Background: an optimization exercise with open tools, aiming at small area. Do not read the settings as production practice. RTL that was checked went through simulation tests only; none was proved equivalent to the original. Power figures rest on the tool's default switching activity, not on a simulated workload.

## old
==> flow/design.v <==
package ahb_pkg;
  typedef enum logic [1:0] {
    IDLE   = 2'b00,
    BUSY   = 2'b01,
    NONSEQ = 2'b10,
    SEQ    = 2'b11
  } htrans_e;
  typedef enum logic [2:0] {
    BYTE   = 3'b000,
    HALF   = 3'b001,
    WORD   = 3'b010,
    DWORD  = 3'b011,
    LINE4  = 3'b100,
    LINE8  = 3'b101,
    LINE16 = 3'b110,
    LINE32 = 3'b111
  } hsize_e;
  typedef enum logic [2:0] {
    SINGLE = 3'b000,
    INCR   = 3'b001,
    WRAP4  = 3'b010,
    INCR4  = 3'b011,
    WRAP8  = 3'b100,
    INCR8  = 3'b101,
    WRAP16 = 3'b110,
    INCR16 = 3'b111
  } hburst_e;
endpackage
package slave_pkg;
  typedef enum logic [1:0] {
    RESP_OKAY      = 2'b00,
    RESP_ERR_FIRST = 2'b01,
    RESP_ERR_LAST  = 2'b10
  } resp_state_e;
  typedef logic [$clog2(64)-1:0] word_idx_t;
endpackage
`timescale 1ns/100ps
module ahb_addr_phase (
  input  logic                       tb_clk,
  input  logic                       rst_i,
  input  logic                       hsel_i,
  input  logic [8-1:0]     haddr_i,
  input  ahb_pkg::htrans_e           htrans_i,
  input  ahb_pkg::hsize_e            hsize_i,
  input  logic                       hwrite_i,
  input  logic                       hready_i,
  output logic [3:0]                 dp_idx_o,
  output logic                       dp_rd_hi_o,
  output logic [3:0]                 dp_lane_we_o,
  output logic                       dp_err_o
);
  logic accept;
  logic align_ok;
  logic map_ok;
  logic legal;
  logic store_wr;
  logic       dp_store_wr;
  logic [1:0] dp_lo;
  logic [1:0] dp_size;
  assign accept = hsel_i && hready_i && htrans_i[1];
  always_comb begin
    map_ok = hwrite_i ? (haddr_i[7] | haddr_i[6]) : ~haddr_i[7];
    case (hsize_i)
      3'd0:    align_ok = 1'b1;
      3'd1:    align_ok = ~haddr_i[0];
      3'd2:    align_ok = (haddr_i[1:0] == 2'b00);
      default: align_ok = 1'b0;
    endcase
    legal = map_ok && align_ok;
  end
  assign dp_err_o = accept && !legal;
  assign store_wr = accept && legal && hwrite_i && (haddr_i[7:6] == 2'b01);
  always_ff @(posedge tb_clk) begin
    if (rst_i) begin
      dp_store_wr <= 1'b0;
    end else begin
      dp_store_wr <= store_wr;
    end
  end
  always_ff @(posedge tb_clk) begin
    dp_idx_o   <= haddr_i[5:2];
    dp_rd_hi_o <= haddr_i[6];
    dp_lo      <= haddr_i[1:0];
    dp_size    <= hsize_i[1:0];
  end
  logic [3:0] lanes;
  assign lanes[0] = ~dp_lo[1] & ~dp_lo[0];
  assign lanes[1] = ~dp_lo[1] & (dp_lo[0] | dp_size[0] | dp_size[1]);
  assign lanes[2] = (dp_lo[1] & ~dp_lo[0]) | dp_size[1];
  assign lanes[3] = (dp_lo[1] & (dp_lo[0] | dp_size[0])) | dp_size[1];
  assign dp_lane_we_o = dp_store_wr ? lanes : 4'b0000;
endmodule
`timescale 1ns/100ps
module ahb_resp_ctrl (
  input  logic tb_clk,
  input  logic rst_i,
  input  logic dp_err_i,
  output logic hready_o,
  output logic hresp_o
);
  logic err_first_q;
  logic err_last_q;
  always_ff @(posedge tb_clk) begin
    if (rst_i) begin
      err_first_q <= 1'b0;
      err_last_q  <= 1'b0;
    end else begin
      err_first_q <= dp_err_i;
      err_last_q  <= err_first_q;
    end
  end
  assign hready_o = ~err_first_q;
  assign hresp_o  = err_first_q | err_last_q;
endmodule
`timescale 1ns/100ps
module ws_hold_sel (
  input  logic load_i,
  input  logic d_i,
  input  logic hold_i,
  input  logic q_i,
  output logic y_o
);
  assign y_o = (load_i & d_i) | (hold_i & q_i);
endmodule
module ws_read3_n (
  input  logic [2:0] sel_i,
  input  logic [2:0] d_i,
  output logic       y_no
);
  assign y_no = ~|(sel_i & d_i);
endmodule
module ws_read1_n (
  input  logic sel_i,
  input  logic d_i,
  output logic y_no
);
  assign y_no = ~(sel_i & d_i);
endmodule
module ws_nor2 (
  input  logic a_i,
  input  logic b_i,
  output logic y_o
);
  assign y_o = ~(a_i | b_i);
endmodule
module ws_nand2 (
  input  logic a_i,
  input  logic b_i,
  output logic y_o
);
  assign y_o = ~(a_i & b_i);
endmodule
module ws_inv (
  input  logic a_i,
  output logic y_o
);
  assign y_o = ~a_i;
endmodule
module ws_nand6 (
  input  logic [5:0] a_i,
  output logic       y_o
);
  logic lo;
  ws_and3 u_lo (.a_i(a_i[2:0]), .y_o(lo));
  ws_nand4 u_hi (.a_i({a_i[5:3], lo}), .y_o(y_o));
endmodule
module ws_and3 (
  input  logic [2:0] a_i,
  output logic       y_o
);
  assign y_o = &a_i;
endmodule
module ws_nand4 (
  input  logic [3:0] a_i,
  output logic       y_o
);
  assign y_o = ~&a_i;
endmodule
module word_store (
  input  logic                      tb_clk,
  input  logic                      rst_i,
  input  logic [3:0]                idx_i,
  input  logic                      rd_hi_i,
  input  logic [3:0]                lane_we_i,
  input  logic [32-1:0]    wdata_i,
  output logic [32-1:0]    rdata_o
);
  localparam int LANES = 32 / 8;
  localparam int WORDS = 16;
  logic [32-1:0] mem_q [WORDS];
  logic [32-1:0] mem_d [WORDS];
  logic [LANES-1:0] load [WORDS];
  logic [LANES-1:0] hold [WORDS];
  logic [WORDS-1:0] rsel [2];
  logic [WORDS-1:0] wdec_n;
  logic [3:0]       pre_lo;
  logic [3:0]       pre_hi;
  logic [LANES-1:0] lane_n;
  always_comb begin
    for (int j = 0; j < 4; j++) begin
      pre_lo[j] = (idx_i[1:0] == 2'(j));
      pre_hi[j] = rd_hi_i & (idx_i[3:2] == 2'(j));
    end
    for (int b = 0; b < LANES; b++) begin
      lane_n[b] = rst_i | ~lane_we_i[b];
    end
  end
  for (genvar w = 0; w < WORDS; w++) begin : g_dec
    ws_nand2 u_dec (.a_i(pre_lo[w % 4]), .b_i(pre_hi[w / 4]), .y_o(wdec_n[w]));
    ws_inv   u_sel_lo (.a_i(wdec_n[w]), .y_o(rsel[0][w]));
    ws_inv   u_sel_hi (.a_i(wdec_n[w]), .y_o(rsel[1][w]));
  end
  for (genvar w = 0; w < WORDS; w++) begin : g_ctl
    for (genvar b = 0; b < LANES; b++) begin : g_lane
      ws_nor2 u_load (.a_i(wdec_n[w]), .b_i(lane_n[b]), .y_o(load[w][b]));
      ws_nor2 u_hold (.a_i(load[w][b]), .b_i(rst_i), .y_o(hold[w][b]));
    end
  end
  for (genvar w = 0; w < WORDS; w++) begin : g_word
    for (genvar i = 0; i < 32; i++) begin : g_bit
      ws_hold_sel u_sel (
        .load_i (load[w][i/8]),
        .d_i    (wdata_i[i]),
        .hold_i (hold[w][i/8]),
        .q_i    (mem_q[w][i]),
        .y_o    (mem_d[w][i])
      );
    end
  end
  always_ff @(posedge tb_clk) begin
    for (int w = 0; w < WORDS; w++) begin
      mem_q[w] <= mem_d[w];
    end
  end
  logic [5:0] rd_n [32];
  for (genvar i = 0; i < 32; i++) begin : g_rd
    for (genvar g = 0; g < 5; g++) begin : g_grp
      ws_read3_n u_rd3 (
        .sel_i (rsel[i / 16][3*g +: 3]),
        .d_i   ({mem_q[3*g+2][i], mem_q[3*g+1][i], mem_q[3*g][i]}),
        .y_no  (rd_n[i][g])
      );
    end
    ws_read1_n u_rd1 (
      .sel_i (rsel[i / 16][15]),
      .d_i   (mem_q[15][i]),
      .y_no  (rd_n[i][5])
    );
    ws_nand6 u_or (.a_i(rd_n[i]), .y_o(rdata_o[i]));
  end
endmodule
`timescale 1ns/100ps
module ahb_lite_slave (
  input  logic                    tb_clk,
  input  logic                    rst_i,
  input  logic                    hsel_i,
  input  logic [8-1:0]  haddr_i,
  input  ahb_pkg::htrans_e        htrans_i,
  input  ahb_pkg::hsize_e         hsize_i,
  input  logic                    hwrite_i,
  input  logic [32-1:0]  hwdata_i,
  output logic [32-1:0]  hrdata_o,
  output logic                    hready_o,
  output logic                    hresp_o
);
  logic [3:0] dp_idx;
  logic       dp_rd_hi;
  logic [3:0] dp_lane_we;
  logic       dp_err;
  ahb_addr_phase u_addr_phase (
    .tb_clk       (tb_clk),
    .rst_i        (rst_i),
    .hsel_i       (hsel_i),
    .haddr_i      (haddr_i),
    .htrans_i     (htrans_i),
    .hsize_i      (hsize_i),
    .hwrite_i     (hwrite_i),
    .hready_i     (hready_o),
    .dp_idx_o     (dp_idx),
    .dp_rd_hi_o   (dp_rd_hi),
    .dp_lane_we_o (dp_lane_we),
    .dp_err_o     (dp_err)
  );
  ahb_resp_ctrl u_resp_ctrl (
    .tb_clk   (tb_clk),
    .rst_i    (rst_i),
    .dp_err_i (dp_err),
    .hready_o (hready_o),
    .hresp_o  (hresp_o)
  );
  word_store u_word_store (
    .tb_clk    (tb_clk),
    .rst_i     (rst_i),
    .idx_i     (dp_idx),
    .rd_hi_i   (dp_rd_hi),
    .lane_we_i (dp_lane_we),
    .wdata_i   (hwdata_i),
    .rdata_o   (hrdata_o)
  );
endmodule
==> flow/config.mk <==
export PLATFORM = sky130hd
export DESIGN_NAME = ahb_lite_slave
export DESIGN_NICKNAME = ahb_lite_slave
export VERILOG_FILES = /design/flow/design.v
export SDC_FILE = /design/flow/constraint.sdc
export NUM_CORES = 4
export LEC_CHECK = 0
export CAP_MARGIN = 0
export CORE_MARGIN = 2
export CORE_UTILIZATION = 60
export PLACE_DENSITY = 0.7
export SLEW_MARGIN = 0
export SYNTH_HIERARCHICAL = 1
==> flow/constraint.sdc <==
create_clock -name core_clock -period 6.5 [get_ports {tb_clk}]
set_input_delay 1.3000 -clock core_clock [delete_from_list [all_inputs] [get_ports {tb_clk}]]
set_output_delay 1.3000 -clock core_clock [all_outputs]
set_load 0.01 [all_outputs]
standard.sh (not shown) runs the stock make flow with config.mk's settings and CLKGATE_MAP_FILE= SYNTH_SCRIPT=/design/flow/synth_recipe.tcl, a recipe that flattens the netlist after the stock synthesis.
==> flow/flow/run.sh <==
#!/bin/bash
# Standard layout, with small port buffers and a clock tree of larger sink clusters without
# dummy loads. Each tool's output goes to a log of its own in this folder.
set -euo pipefail
export BUFFER_PORTS_ARGS="-buffer_cell sky130_fd_sc_hd__buf_1"
export CTS_ARGS="-sink_clustering_enable -repair_clock_nets -dont_use_dummy_load -sink_clustering_size 30 -sink_clustering_max_diameter 100"
bash standard.sh > standard_make.log 2>&1
diff inputs: old => new
diff --git a/flow/design.v b/flow/design.v
--- a/flow/design.v
+++ b/flow/design.v
@@ -49,22 +49,32 @@
   output logic [3:0]                 dp_lane_we_o,
   output logic                       dp_err_o
 );
-  logic accept;
-  logic align_ok;
-  logic map_ok;
-  logic legal;
-  logic store_wr;
-  logic       dp_store_wr;
-  logic [1:0] dp_lo;
-  logic [1:0] dp_size;
+  logic       accept;
+  logic       map_ok;
+  logic       align_ok;
+  logic       legal;
+  logic [3:0] lanes;
+  logic       store_wr;
   assign accept = hsel_i && hready_i && htrans_i[1];
   always_comb begin
     map_ok = hwrite_i ? (haddr_i[7] | haddr_i[6]) : ~haddr_i[7];
     case (hsize_i)
-      3'd0:    align_ok = 1'b1;
-      3'd1:    align_ok = ~haddr_i[0];
-      3'd2:    align_ok = (haddr_i[1:0] == 2'b00);
-      default: align_ok = 1'b0;
+      3'd0: begin
+        align_ok = 1'b1;
+        lanes    = 4'b0001 << haddr_i[1:0];
+      end
+      3'd1: begin
+        align_ok = ~haddr_i[0];
+        lanes    = {haddr_i[1], haddr_i[1], ~haddr_i[1], ~haddr_i[1]};
+      end
+      3'd2: begin
+        align_ok = (haddr_i[1:0] == 2'b00);
+        lanes    = 4'b1111;
+      end
+      default: begin
+        align_ok = 1'b0;
+        lanes    = 4'b0000;
+      end
     endcase
     legal = map_ok && align_ok;
   end
@@ -72,23 +82,15 @@
   assign store_wr = accept && legal && hwrite_i && (haddr_i[7:6] == 2'b01);
   always_ff @(posedge tb_clk) begin
     if (rst_i) begin
-      dp_store_wr <= 1'b0;
+      dp_lane_we_o <= 4'b0000;
     end else begin
-      dp_store_wr <= store_wr;
+      dp_lane_we_o <= store_wr ? lanes : 4'b0000;
     end
   end
   always_ff @(posedge tb_clk) begin
     dp_idx_o   <= haddr_i[5:2];
     dp_rd_hi_o <= haddr_i[6];
-    dp_lo      <= haddr_i[1:0];
-    dp_size    <= hsize_i[1:0];
   end
-  logic [3:0] lanes;
-  assign lanes[0] = ~dp_lo[1] & ~dp_lo[0];
-  assign lanes[1] = ~dp_lo[1] & (dp_lo[0] | dp_size[0] | dp_size[1]);
-  assign lanes[2] = (dp_lo[1] & ~dp_lo[0]) | dp_size[1];
-  assign lanes[3] = (dp_lo[1] & (dp_lo[0] | dp_size[0])) | dp_size[1];
-  assign dp_lane_we_o = dp_store_wr ? lanes : 4'b0000;
 endmodule
 `timescale 1ns/100ps
 module ahb_resp_ctrl (
@@ -191,7 +193,7 @@
   logic [32-1:0] mem_d [WORDS];
   logic [LANES-1:0] load [WORDS];
   logic [LANES-1:0] hold [WORDS];
-  logic [WORDS-1:0] rsel [2];
+  logic [WORDS-1:0] rsel;
   logic [WORDS-1:0] wdec_n;
   logic [3:0]       pre_lo;
   logic [3:0]       pre_hi;
@@ -207,8 +209,7 @@
   end
   for (genvar w = 0; w < WORDS; w++) begin : g_dec
     ws_nand2 u_dec (.a_i(pre_lo[w % 4]), .b_i(pre_hi[w / 4]), .y_o(wdec_n[w]));
-    ws_inv   u_sel_lo (.a_i(wdec_n[w]), .y_o(rsel[0][w]));
-    ws_inv   u_sel_hi (.a_i(wdec_n[w]), .y_o(rsel[1][w]));
+    ws_inv   u_sel (.a_i(wdec_n[w]), .y_o(rsel[w]));
   end
   for (genvar w = 0; w < WORDS; w++) begin : g_ctl
     for (genvar b = 0; b < LANES; b++) begin : g_lane
@@ -236,13 +237,13 @@
   for (genvar i = 0; i < 32; i++) begin : g_rd
     for (genvar g = 0; g < 5; g++) begin : g_grp
       ws_read3_n u_rd3 (
-        .sel_i (rsel[i / 16][3*g +: 3]),
+        .sel_i (rsel[3*g +: 3]),
         .d_i   ({mem_q[3*g+2][i], mem_q[3*g+1][i], mem_q[3*g][i]}),
         .y_no  (rd_n[i][g])
       );
     end
     ws_read1_n u_rd1 (
-      .sel_i (rsel[i / 16][15]),
+      .sel_i (rsel[15]),
       .d_i   (mem_q[15][i]),
       .y_no  (rd_n[i][5])
     );
Findings:
Every run in the comparison, old and new, completed the flow with a clean layout. Sequential portion of the cell area sits lower in new than in old. Reported for old and new, buffer levels on the longest clock path turned out identical to the last digit. The power on old is in line with that on new. Relative to old, weighted congestion reported at the end of routability-driven placement decreased by 0.011 in new. Row setup slack of the critical path after layout: new lower / old higher. new: power dissipated by switching net loads is 17 µW higher than what old reported. [compare] base=old new=new: final setup violation count stayed essentially flat, worst hold slack stayed essentially flat. Synthesized area across old and new: no real change. Comparing old against new, there is no change at all in clock buffer instance count of the final layout. Sequential fraction of the synthesis area: old vs new — no meaningful difference. As of new, non-clock buffer count had risen by more than 10% compared to old.
Function not checked in new: the RTL went through the layout flow alone.

re-timing with driven ports:
Ports are ideal in the flow. The routed layouts listed here were re-timed in OpenROAD. Step 1 assumes that a clkbuf_16 drives the clock port and a buf_2 every other input. Step 2, shift: input delay + t, output delay - t, t = (earliest + latest rising clock arrival at the registers) / 2. This alone moves slack from input paths to output paths. Three values: ideal ports, drivers, drivers and shift; two values: the first two.
| run | t, ns | setup slack, ns | slew at the worst register clock pin (ns) |
|---|---|---|---|
| old | 0.594 | 2.006 / 1.952 / 2.457 | 0.12 / 0.12 |
| new | 0.593 | 1.706 / 1.651 / 2.244 | 0.12 / 0.12 |
After both steps every run listed still meets setup and hold.
